Background: an optimization exercise with open tools, aiming at small area, a short achievable clock period and few clock cycles per item. Do not read the settings as production practice.
Only simulation tests tie the RTL to the original design; equivalence was not proved.
Power is estimated from default activity; no workload was simulated.

the baseline:
==> flow/design.v (excerpt) <==
module seek_steering_motion_step_core
(
    input  wire logic              aclk,
    input  wire logic              aresetn,
    input  wire logic              s_tvalid,
    output logic                   s_tready,
    input  wire logic [ssms_pkg::IN_W-1:0]   s_tdata,
    output logic                   m_tvalid,
    input  wire logic              m_tready,
    output logic [ssms_pkg::OUT_W-1:0]       m_tdata,
    input  wire logic              cfg_wr_en,
    input  wire logic [1:0]        cfg_addr,
    input  wire logic [ssms_pkg::CFG_W-1:0]  cfg_wdata
);
    localparam int I_IDLE = 0;
    localparam int I_PRE  = 1;     
    localparam int I_D1   = 2;
    localparam int I_D2   = 3;
    localparam int I_D3   = 4;
    localparam int I_SQ   = 5;
    localparam int I_SUM  = 6;
    localparam int I_SQRT = 7;
    localparam int I_DIV  = 8;
    localparam int I_FIX  = 9;
    localparam int I_T1   = 10;
    localparam int I_VEL  = 11;
    localparam int I_T2   = 12;
    localparam int I_POS  = 13;
    localparam int NST    = 14;
    logic [NST-1:0] st, nst;
    logic [4:0]  cnt;
    logic        mul_r;          
    logic        mag_r;          
    logic        lead_r;         
    logic [4:0]  sqn_r;          
    logic        booth_r;        
    logic        pre;            
    logic        dirty;
    logic        clamp;
    logic        ms_gt_mv;
    logic        s_tready_r, m_tvalid_r;
    logic [30:0] ms_r, mv_r, mst_r, c1d_r;
    logic [30:0] mstn_r;         
    logic [4:0]  kst_r;          
    logic        kx, ky, nx_r, ny_r;    
    logic        ivx_r, ivy_r;       
    logic        cix_r, ciy_r;       
    logic        c0x_r, c0y_r;       
    logic [15:0] dt_r;
    logic        sgx_r, sgy_r;
    logic [65:0] px_r, py_r;
    logic [5:0]  dgx_r, dgy_r;   
    logic        dt9;            
    logic [63:0] rad_r;
    logic [33:0] rem_r;
    logic [31:0] root_r;
    logic [31:0] pos_x, pos_y, vel_x, vel_y, st_x, st_y;
    assign s_tready = s_tready_r;
    assign m_tvalid = m_tvalid_r;
    assign m_tdata  = {st_y, st_x, vel_y, vel_x, pos_y, pos_x};
    wire cap = s_tvalid && s_tready_r;
    wire out_busy = m_tvalid_r && !m_tready;
    wire [30:0] lim  = pre ? mv_r : mst_r;
    wire [30:0] limn = pre ? mv_r : mstn_r;
    wire [4:0]  kdiv = pre ? 5'd31 : kst_r;
    wire [4:0]  tlast = dt9 ? 5'd4 : 5'd3;
  ...
For scale: about 6700 cells after synthesis, about 260 I/O pins, ~57000 sq um of cells after synthesis.
==> flow/config.mk <==
export PLATFORM = sky130hd
export DESIGN_NAME = seek_steering_motion_step_core
export DESIGN_NICKNAME = seek_steering_motion_step_core
export VERILOG_FILES = /design/flow/design.v
export SDC_FILE = /design/flow/constraint.sdc
export NUM_CORES = 4
export LEC_CHECK = 0
export CAP_MARGIN = 35
export CORE_MARGIN = 2
export CORE_UTILIZATION = 35
export SETUP_SLACK_MARGIN = 4
export SLEW_MARGIN = 35
==> flow/constraint.sdc <==
create_clock -name core_clock -period 10.0 [get_ports {aclk}]
set_input_delay 2.0000 -clock core_clock [delete_from_list [all_inputs] [get_ports {aclk}]]
set_output_delay 2.0000 -clock core_clock [all_outputs]
set_load 0.01 [all_outputs]
run.sh (not shown) runs the stock make flow with config.mk's settings and CLKGATE_MAP_FILE= SYNTH_SCRIPT=/design/flow/synth_recipe.tcl, a recipe that flattens the netlist after the stock synthesis.
The baseline did not stop at any stage, and its layout met the timing, DRC and antenna checks.
Testbench counts of the baseline, summed over its fixed seeds: cycles 66,205, items 2,048.
> inputs changed (the baseline -> the candidate)
-- flow/config.mk --
<<< the baseline, line 6
export NUM_CORES = 4
export LEC_CHECK = 0
export CAP_MARGIN = 35
export CORE_MARGIN = 2
export CORE_UTILIZATION = 35
export SETUP_SLACK_MARGIN = 4
export SLEW_MARGIN = 35
>>> the candidate, line 6
export NUM_CORES = 4
export LEC_CHECK = 0
export CAP_MARGIN = 20
export CORE_MARGIN = 2
export CORE_UTILIZATION = 40
export SETUP_SLACK_MARGIN = 5
export SLEW_MARGIN = 20
Results
Any difference in clock-pin slew reported for the worst setup and hold paths after clock tree synthesis between the candidate and the baseline is small enough to ignore.
The combinational power in the candidate is 1.4 times that in the baseline.
Changes observed in the candidate relative to the baseline: fraction of power consumed by combinational cells increased by 6.6 points relative to the old numbers, overall power consumption climbed about 12%, smallest setup slack after layout now larger, number of diodes dropped about 30%.

==> afterwards: timing with drivers on the ports <==
How much do the figures lean on ideal ports? The routed layouts below were timed once more, with nothing changed but the port constraints.
Step 1 assumes that a clkbuf_16 drives the clock port and a buf_2 every other input.
Step 2, shift: input delay + t, output delay - t, t = (earliest + latest rising clock arrival at the registers) / 2. This alone moves slack from input paths to output paths.
Slacks: no drivers / after step 1 / after step 2; pairs: no drivers / after step 1.
run | shift t [ns] | setup slack, ns | worst setup path at the end | clock arrival spread, ns
the baseline | 0.821 | 3.943 / 3.943 / 3.943 | register to register | 0.067 / 0.067
the candidate | 0.841 | 4.344 / 4.344 / 4.344 | register to register | 0.070 / 0.070
After both steps setup and hold are still met in every run listed.
